This is an optimization exercise on Yosys and OpenROAD, whose aim is small area, a short achievable clock period and few clock cycles per item, not a production implementation. At most, simulation tests tie the RTL to the original design; equivalence was not proved.

==> module primeMultiplier, before the edit <==
module primeMultiplier (
	input logic [8:0] pHalf,
	input logic [csidhPkg::REM_W-1:0] remS,
	input logic [csidhPkg::REM_W-1:0] remC,
	input logic remCin,
	input logic [csidhPkg::DIG_W-1:0] xDig,
	output logic [csidhPkg::DIG_W-1:0] yDig,
	output logic [csidhPkg::REM_W-1:0] remSOut,
	output logic [csidhPkg::REM_W-1:0] remCOut,
	output logic remCinOut
);
	localparam int DW = csidhPkg::DIG_W;
	localparam int RW = csidhPkg::REM_W;
	localparam int SW = RW + DW;
	logic [9:0] p;
	logic [3:0] inv;
	logic [DW-1:0] remLow;
	logic [DW-1:0] t;
	logic [DW-1:0] y;
	logic [SW-1:0] rows [DW];
	logic [SW-1:0] sumS;
	logic [SW-1:0] sumC;
	logic [DW:0] lowSum;
	assign p = {pHalf, 1'b1};
	always_comb begin
		case (p[3:1])
			3'd0: inv = 4'd1;
			3'd1: inv = 4'd11;
			3'd2: inv = 4'd13;
			3'd3: inv = 4'd7;
			3'd4: inv = 4'd9;
			3'd5: inv = 4'd3;
			3'd6: inv = 4'd5;
			default: inv = 4'd15;
		endcase
	end
	assign remLow = remS[DW-1:0] + remC[DW-1:0] + DW'(remCin);
	assign t = xDig - remLow;
	assign y[0] = t[0];
	assign y[1] = t[1] ^ (t[0] & inv[1]);
	generate
		if (DW >= 3) begin : g_y2
			assign y[2] = t[2] ^ (t[1] & inv[1]) ^ (t[0] & inv[2]) ^ (t[0] & t[1] & inv[1]);
		end
		if (DW >= 4) begin : g_y3
			logic a, b, c, e;
			assign a = t[2];
			assign b = t[1] & inv[1];
			assign c = t[0] & inv[2];
			assign e = t[0] & t[1] & inv[1];
			assign y[3] = t[3] ^ (t[2] & inv[1]) ^ (t[1] & inv[2]) ^ (t[0] & inv[3]) ^
				((a & b) ^ (a & c) ^ (a & e) ^ (b & c) ^ (b & e) ^ (c & e));
		end
	endgenerate
	assign yDig = y;
	always_comb begin
		for (int j = 0; j < DW; j++) begin
			rows[j] = y[j] ? SW'(p) << j : '0;
		end
		sumS = SW'(remS);
		sumC = SW'(remC);
		for (int j = 0; j < DW; j++) begin
			logic [SW-1:0] a;
			a = sumS;
			sumS = a ^ sumC ^ rows[j];
			sumC = ((a & sumC) | (a & rows[j]) | (sumC & rows[j])) << 1;
			if (j == 0) sumC[0] = remCin;
		end
	end
	assign lowSum = (DW+1)'(sumS[DW-1:0]) + (DW+1)'(sumC[DW-1:0]);
	assign remSOut = sumS[SW-1:DW];
	assign remCOut = sumC[SW-1:DW];
	assign remCinOut = lowSum[DW];
endmodule
Settings: LEC_CHECK=0, CAP_MARGIN=20, CORE_MARGIN=2, CORE_UTILIZATION=40, SETUP_SLACK_MARGIN=4.8, SLEW_MARGIN=20; clock period 8.0 ns.
run.sh (not shown) runs the stock make flow with config.mk's settings and CLKGATE_MAP_FILE= SYNTH_SCRIPT=/design/flow/synth_recipe.tcl, a recipe that flattens the netlist after the stock synthesis.
The first run finished with timing, DRC and antenna clean.
Testbench counts at the start, summed over its fixed seeds: cycles 3,981, keys 24.
Edit:
--- a/flow/design.v
+++ b/flow/design.v
@@ -78,5 +78,4 @@
 	logic [9:0] p;
 	logic [3:0] inv;
-	logic [DW-1:0] remLow;
 	logic [DW-1:0] t;
 	logic [DW-1:0] y;
@@ -98,6 +97,28 @@
 		endcase
 	end
-	assign remLow = remS[DW-1:0] + remC[DW-1:0] + DW'(remCin);
-	assign t = xDig - remLow;
+	logic [DW-1:0] ta;
+	logic [DW-1:0] tb;
+	logic [DW-1:0] tg;
+	logic [DW-1:0] tp;
+	logic [DW:0] tc;
+	always_comb begin
+		ta = xDig ^ ~remS[DW-1:0] ^ ~remC[DW-1:0];
+		tb = ((xDig & ~remS[DW-1:0]) | (xDig & ~remC[DW-1:0]) | (~remS[DW-1:0] & ~remC[DW-1:0])) << 1;
+		tb[0] = !remCin;
+		tg = ta & tb;
+		tp = ta ^ tb;
+		tc[0] = 1'b1;
+		for (int i = 0; i < DW; i++) begin
+			logic run;
+			tc[i+1] = 1'b0;
+			run = 1'b1;
+			for (int j = i; j >= 0; j--) begin
+				tc[i+1] = tc[i+1] | (run & tg[j]);
+				run = run & tp[j];
+			end
+			tc[i+1] = tc[i+1] | run;
+		end
+		t = tp ^ tc[DW-1:0];
+	end
 	assign y[0] = t[0];
 	assign y[1] = t[1] ^ (t[0] & inv[1]);
@@ -131,5 +152,17 @@
 		end
 	end
-	assign lowSum = (DW+1)'(sumS[DW-1:0]) + (DW+1)'(sumC[DW-1:0]);
+	always_comb begin
+		logic [DW-1:0] lg;
+		logic [DW-1:0] lp;
+		logic run;
+		lg = sumS[DW-1:0] & sumC[DW-1:0];
+		lp = sumS[DW-1:0] ^ sumC[DW-1:0];
+		lowSum = '0;
+		run = 1'b1;
+		for (int i = DW - 1; i >= 0; i--) begin
+			lowSum[DW] = lowSum[DW] | (run & lg[i]);
+			run = run & lp[i];
+		end
+	end
 	assign remSOut = sumS[SW-1:DW];
 	assign remCOut = sumC[SW-1:DW];
Count of clock-buffer cells in the layout went up by 1. Routed wire length falls by 3.8%. Maximum frequency rose by 7.4%. Non-clock buffer count falls by 208. Worst setup slack gets better by 0.24 ns. Cell area goes down by 4.7%. Critical path depth falls by 4. Area after synthesis climbs by 1.1%. First-iteration DRC count went down by 14%. Die area came out higher by 1.1%. Clock skew is lower by 0.0066 ns. Utilization went down by 3.0 points. Final cell count rose by 1.2%.
Only the layout flow was run in the second run of this note; the RTL was not checked for function there.

---

purple:
csidhScheduler with an RTL version that a note above also has.
Size in the first run: roughly 1200 flip-flops, about 720 I/O pins.
==> module batchSequencer, before the edit <==
module batchSequencer (
	input logic clk,
	input logic rst,
	input logic start,
	output logic busy,
	output logic load,
	output logic [4:0] chunkSel,
	output logic chunkDir,
	input logic [7:0] chunkMatch,
	input logic [7:0] keyChunk0,
	input logic [7:0] keyChunk1,
	input logic [15:0] signChunks01,
	output logic [7:0] slotIdx,
	output logic slotTake,
	output logic slotFirst,
	output logic slotLast,
	output logic [csidhPkg::BUF_W-1:0] slotBuf,
	input logic repStart,
	input logic preRepStart,
	input logic [csidhPkg::BUF_W-1:0] preRepBuf,
	input logic [csidhPkg::BUF_W-1:0] repBuf,
	input logic lastInFlight,
	output logic maskDir,
	output logic [7:0] maskLo,
	output logic [7:0] maskHi,
	output logic batchValid,
	output logic done
);
	localparam int NB = csidhPkg::NUM_BUFS;
	localparam int BW = csidhPkg::BUF_W;
	localparam int AW = csidhPkg::AGE_W;
	localparam logic [2:0] ST_IDLE = 3'd0;
	localparam logic [2:0] ST_SCAN = 3'd1;
	localparam logic [2:0] ST_PAD = 3'd2;
	localparam logic [2:0] ST_FIN = 3'd3;
	localparam logic [2:0] ST_DONE = 3'd4;
	logic [2:0] state;
	logic dir;
	logic [4:0] chunk;
	logic [7:0] chunkBits;
	logic [7:0] nextBits;
	logic [3:0] members;
	logic newBatch;
	logic [BW-1:0] wrBuf;
	logic [7:0] lo;
	logic metaDir [NB];
	logic [7:0] metaLo [NB];
	logic [7:0] metaHi [NB];
	logic [AW-1:0] bufAge [NB];
	logic [2:0] repAge;
	logic [2:0] repCnt;
	logic repDir;
	logic [7:0] repLo;
	logic [7:0] repHi;
	logic has;
	logic [2:0] pick;
	logic [7:0] rest;
	logic [7:0] idx;
	logic full;
	logic exhausted;
	logic open_;
	logic endOk;
	logic take;
	logic endNow;
	logic needPad;
	logic switchDir;
	logic [BW-1:0] wrBufNext;
	assign busy = state == ST_SCAN || state == ST_PAD || state == ST_FIN;
	assign load = start && !busy;
	assign done = state == ST_DONE;
	assign batchValid = repCnt != 3'd0;
	assign maskDir = repDir;
	assign maskLo = repLo;
	assign maskHi = repHi;
	always_comb begin
		has = chunkBits != 8'd0;
		pick = 3'd0;
		for (int i = 7; i >= 0; i--) begin
			if (chunkBits[i]) pick = 3'(i);
		end
		rest = chunkBits & (chunkBits - 8'd1);
		idx = {chunk[4:0], pick};
	end
	always_comb begin
		wrBufNext = (wrBuf == BW'(NB - 1)) ? '0 : wrBuf + 1'b1;
		endOk = bufAge[wrBuf] == AW'(csidhPkg::BUF_GAP) && repAge == 3'(csidhPkg::REP_GAP);
		full = has && members == 4'd15;
		take = has && (!full || endOk);
		exhausted = chunk == 5'(csidhPkg::NUM_CHUNKS - 1) && (!has || (take && rest == 8'd0));
		open_ = members != 4'd0 || take;
		endNow = (full && endOk) || (exhausted && open_ && endOk);
		needPad = exhausted && open_ && !endOk;
		switchDir = state == ST_SCAN && exhausted && !needPad || state == ST_PAD && endOk;
	end
	assign chunkSel = chunk + 5'd2;
	assign chunkDir = dir;
	always_comb begin
		slotIdx = idx;
		slotTake = 1'b0;
		slotFirst = 1'b0;
		slotLast = 1'b0;
		slotBuf = wrBuf;
		if (state == ST_SCAN) begin
			slotTake = take;
			slotFirst = newBatch;
			slotLast = endNow;
		end else if (state == ST_PAD) begin
			slotLast = endOk;
		end
	end
	always_ff @(posedge clk) begin
		for (int b = 0; b < NB; b++) begin
			if (bufAge[b] != AW'(csidhPkg::BUF_GAP)) bufAge[b] <= bufAge[b] + 1'b1;
		end
		if (repAge != 3'(csidhPkg::REP_GAP)) repAge <= repAge + 3'd1;
		if (slotLast && !rst) begin
			bufAge[wrBuf] <= '0;
			repAge <= 3'd0;
			metaDir[wrBuf] <= dir;
			metaLo[wrBuf] <= lo;
			metaHi[wrBuf] <= (state == ST_SCAN && full) ? idx : 8'd255;
			wrBuf <= wrBufNext;
		end
		if (rst) begin
			state <= ST_IDLE;
			repCnt <= 3'd0;
			wrBuf <= '0;
			for (int b = 0; b < NB; b++) begin
				bufAge[b] <= AW'(csidhPkg::BUF_GAP);
			end
			repAge <= 3'(csidhPkg::REP_GAP);
		end else begin
			if (preRepStart) begin
				repDir <= metaDir[preRepBuf];
				repLo <= metaLo[preRepBuf];
				repHi <= metaHi[preRepBuf];
			end
			if (repStart) begin
				repCnt <= 3'd5;
			end else if (repCnt != 3'd0) begin
				repCnt <= repCnt - 3'd1;
			end
			case (state)
				ST_IDLE, ST_DONE: begin
					state <= ST_IDLE;
					if (start) begin
						state <= ST_SCAN;
						dir <= 1'b0;
						chunk <= 5'd0;
						chunkBits <= keyChunk0;
						nextBits <= keyChunk1;
						members <= 4'd0;
						newBatch <= 1'b1;
						lo <= 8'd0;
					end
				end
				ST_SCAN: begin
					if (endNow) begin
						newBatch <= 1'b1;
						members <= 4'd0;
						lo <= idx + 8'd1;
					end else begin
						newBatch <= 1'b0;
						if (take) members <= members + 4'd1;
					end
					if (exhausted) begin
						if (needPad) begin
							state <= ST_PAD;
						end else if (!dir) begin
							dir <= 1'b1;
							chunk <= 5'd0;
							chunkBits <= signChunks01[7:0];
							nextBits <= signChunks01[15:8];
							lo <= 8'd0;
						end else begin
							state <= ST_FIN;
						end
					end else if (!has || (take && rest == 8'd0)) begin
						chunk <= chunk + 5'd1;
						chunkBits <= nextBits;
						nextBits <= chunkMatch;
					end else if (take) begin
						chunkBits <= rest;
					end
				end
				ST_PAD: begin
					if (endOk) begin
						newBatch <= 1'b1;
						members <= 4'd0;
						if (!dir) begin
							state <= ST_SCAN;
							dir <= 1'b1;
							chunk <= 5'd0;
							chunkBits <= signChunks01[7:0];
							nextBits <= signChunks01[15:8];
							lo <= 8'd0;
						end else begin
							state <= ST_FIN;
						end
					end
				end
				ST_FIN: begin
					if (!lastInFlight && repCnt <= 3'd1) begin
						state <= ST_DONE;
					end
				end
				default: begin
					state <= ST_IDLE;
				end
			endcase
		end
	end
endmodule
export LEC_CHECK = 0
export CAP_MARGIN = 20
export CORE_MARGIN = 2
export CORE_UTILIZATION = 40
export SETUP_SLACK_MARGIN = 5.0
export SLEW_MARGIN = 20
create_clock -name core_clock -period 8.0 [get_ports {clk}]
> inputs changed (purple -> orange)
-- flow/design.v --
<<< purple, line 497
	logic switchDir;
	logic [BW-1:0] wrBufNext;
	assign busy = state == ST_SCAN || state == ST_PAD || state == ST_FIN;
	assign load = start && !busy;
	assign done = state == ST_DONE;
	assign batchValid = repCnt != 3'd0;
	assign maskDir = repDir;
	assign maskLo = repLo;
>>> orange, line 497
	logic switchDir;
	logic [BW-1:0] wrBufNext;
	logic [2:0] stateNext;
	logic busyQ;
	logic doneQ;
	logic validQ;
	assign busy = busyQ;
	assign load = start && !busyQ;
	assign done = doneQ;
	assign batchValid = validQ;
	assign maskDir = repDir;
	assign maskLo = repLo;
<<< purple, line 526
	assign chunkSel = chunk + 5'd2;
	assign chunkDir = dir;
	always_comb begin
		slotIdx = idx;
>>> orange, line 530
	assign chunkSel = chunk + 5'd2;
	assign chunkDir = dir;
	always_comb begin
		stateNext = state;
		case (state)
			ST_IDLE, ST_DONE: stateNext = start ? ST_SCAN : ST_IDLE;
			ST_SCAN: begin
				if (exhausted) begin
					if (needPad) stateNext = ST_PAD;
					else if (dir) stateNext = ST_FIN;
				end
			end
			ST_PAD: begin
				if (endOk) stateNext = dir ? ST_FIN : ST_SCAN;
			end
			ST_FIN: begin
				if (!lastInFlight && repCnt <= 3'd1) stateNext = ST_DONE;
			end
			default: stateNext = ST_IDLE;
		endcase
	end
	always_comb begin
		slotIdx = idx;
<<< purple, line 555
		if (rst) begin
			state <= ST_IDLE;
			repCnt <= 3'd0;
			wrBuf <= '0;
>>> orange, line 578
		if (rst) begin
			state <= ST_IDLE;
			busyQ <= 1'b0;
			doneQ <= 1'b0;
			validQ <= 1'b0;
			repCnt <= 3'd0;
			wrBuf <= '0;
<<< purple, line 562
			repAge <= 3'(csidhPkg::REP_GAP);
		end else begin
			if (preRepStart) begin
				repDir <= metaDir[preRepBuf];
>>> orange, line 588
			repAge <= 3'(csidhPkg::REP_GAP);
		end else begin
			state <= stateNext;
			busyQ <= stateNext == ST_SCAN || stateNext == ST_PAD || stateNext == ST_FIN;
			doneQ <= stateNext == ST_DONE;
			validQ <= repStart || repCnt > 3'd1;
			if (preRepStart) begin
				repDir <= metaDir[preRepBuf];
<<< purple, line 574
			case (state)
				ST_IDLE, ST_DONE: begin
					state <= ST_IDLE;
					if (start) begin
						state <= ST_SCAN;
						dir <= 1'b0;
						chunk <= 5'd0;
>>> orange, line 604
			case (state)
				ST_IDLE, ST_DONE: begin
					if (start) begin
						dir <= 1'b0;
						chunk <= 5'd0;
<<< purple, line 597
					if (exhausted) begin
						if (needPad) begin
							state <= ST_PAD;
						end else if (!dir) begin
							dir <= 1'b1;
>>> orange, line 625
					if (exhausted) begin
						if (needPad) begin
						end else if (!dir) begin
							dir <= 1'b1;
<<< purple, line 605
							lo <= 8'd0;
						end else begin
							state <= ST_FIN;
						end
					end else if (!has || (take && rest == 8'd0)) begin
>>> orange, line 632
							lo <= 8'd0;
						end else begin
						end
					end else if (!has || (take && rest == 8'd0)) begin
<<< purple, line 620
						members <= 4'd0;
						if (!dir) begin
							state <= ST_SCAN;
							dir <= 1'b1;
							chunk <= 5'd0;
>>> orange, line 646
						members <= 4'd0;
						if (!dir) begin
							dir <= 1'b1;
							chunk <= 5'd0;
<<< purple, line 627
							lo <= 8'd0;
						end else begin
							state <= ST_FIN;
						end
					end
>>> orange, line 652
							lo <= 8'd0;
						end else begin
						end
					end
<<< purple, line 633
				ST_FIN: begin
					if (!lastInFlight && repCnt <= 3'd1) begin
						state <= ST_DONE;
					end
				end
				default: begin
					state <= ST_IDLE;
				end
			endcase
>>> orange, line 657
				ST_FIN: begin
					if (!lastInFlight && repCnt <= 3'd1) begin
					end
				end
				default: begin
				end
			endcase
Results
| critical path arrival | lower: purple |
Sort purple and orange by cell area after layout desc -> top: orange
The lower path depth of the worst reg2reg path of purple and orange is in purple.
orange does worse than purple on setup slack.
The run showing the smaller number of buffer and inverter instances along the worst setup path is orange.
Relative to purple, worst slack on hold paths decreased by 0.031 ns in orange.
NOTE: non-clock buffer count in orange exceeds that of purple
orange gives more sum of net half-perimeters after detailed placement than purple did.
Sort purple and orange by fraction of the cycle the final worst path needs, descending, and orange comes first.
When orange is set beside purple, its cell count after placement turns out to be about 1.1% larger.
Function was not checked in any run of this note: the RTL went through the layout flow alone.

==> re-timing with driven ports <==
How much do the figures lean on ideal ports? The routed layouts below were timed once more, with nothing changed but the port constraints.
Step 1 sets driving cells, clkbuf_16 on the clock port and buf_2 on the other inputs (assumed; they add their load-dependent delay and slew).
Step 2 also shifts input and output timing later by t, the mid clock arrival at the registers, as if the neighbouring blocks saw the same clock.
a / b / c = ideal / step 1 / step 2; a / b = the first two.
| run | t (ns) | slack for setup (ns) | hold slack, ns | latest minus earliest clock arrival (ns) | slew at the worst register clock pin (ns) |
|---|---|---|---|---|---|
| the first run of note 1 | 0.820 | 4.543 / 4.543 / 4.138 | 0.324 / 0.324 / 0.324 | 0.048 / 0.048 | 0.07 / 0.07 |
| the second run of note 1 | 0.845 | 4.781 / 4.753 / 4.037 | 0.342 / 0.342 / 0.342 | 0.030 / 0.030 | 0.07 / 0.07 |
| purple | 0.835 | 4.842 / 4.760 / 4.318 | 0.355 / 0.355 / 0.355 | 0.028 / 0.028 | 0.07 / 0.07 |
| orange | 0.831 | 4.829 / 4.829 / 4.341 | 0.324 / 0.324 / 0.324 | 0.033 / 0.033 | 0.07 / 0.07 |
After both steps every run listed still meets setup and hold. For the second run of note 1, which loses most, drivers alone change the setup slack by -0.028 ns; drivers and shift together by -0.744 ns.
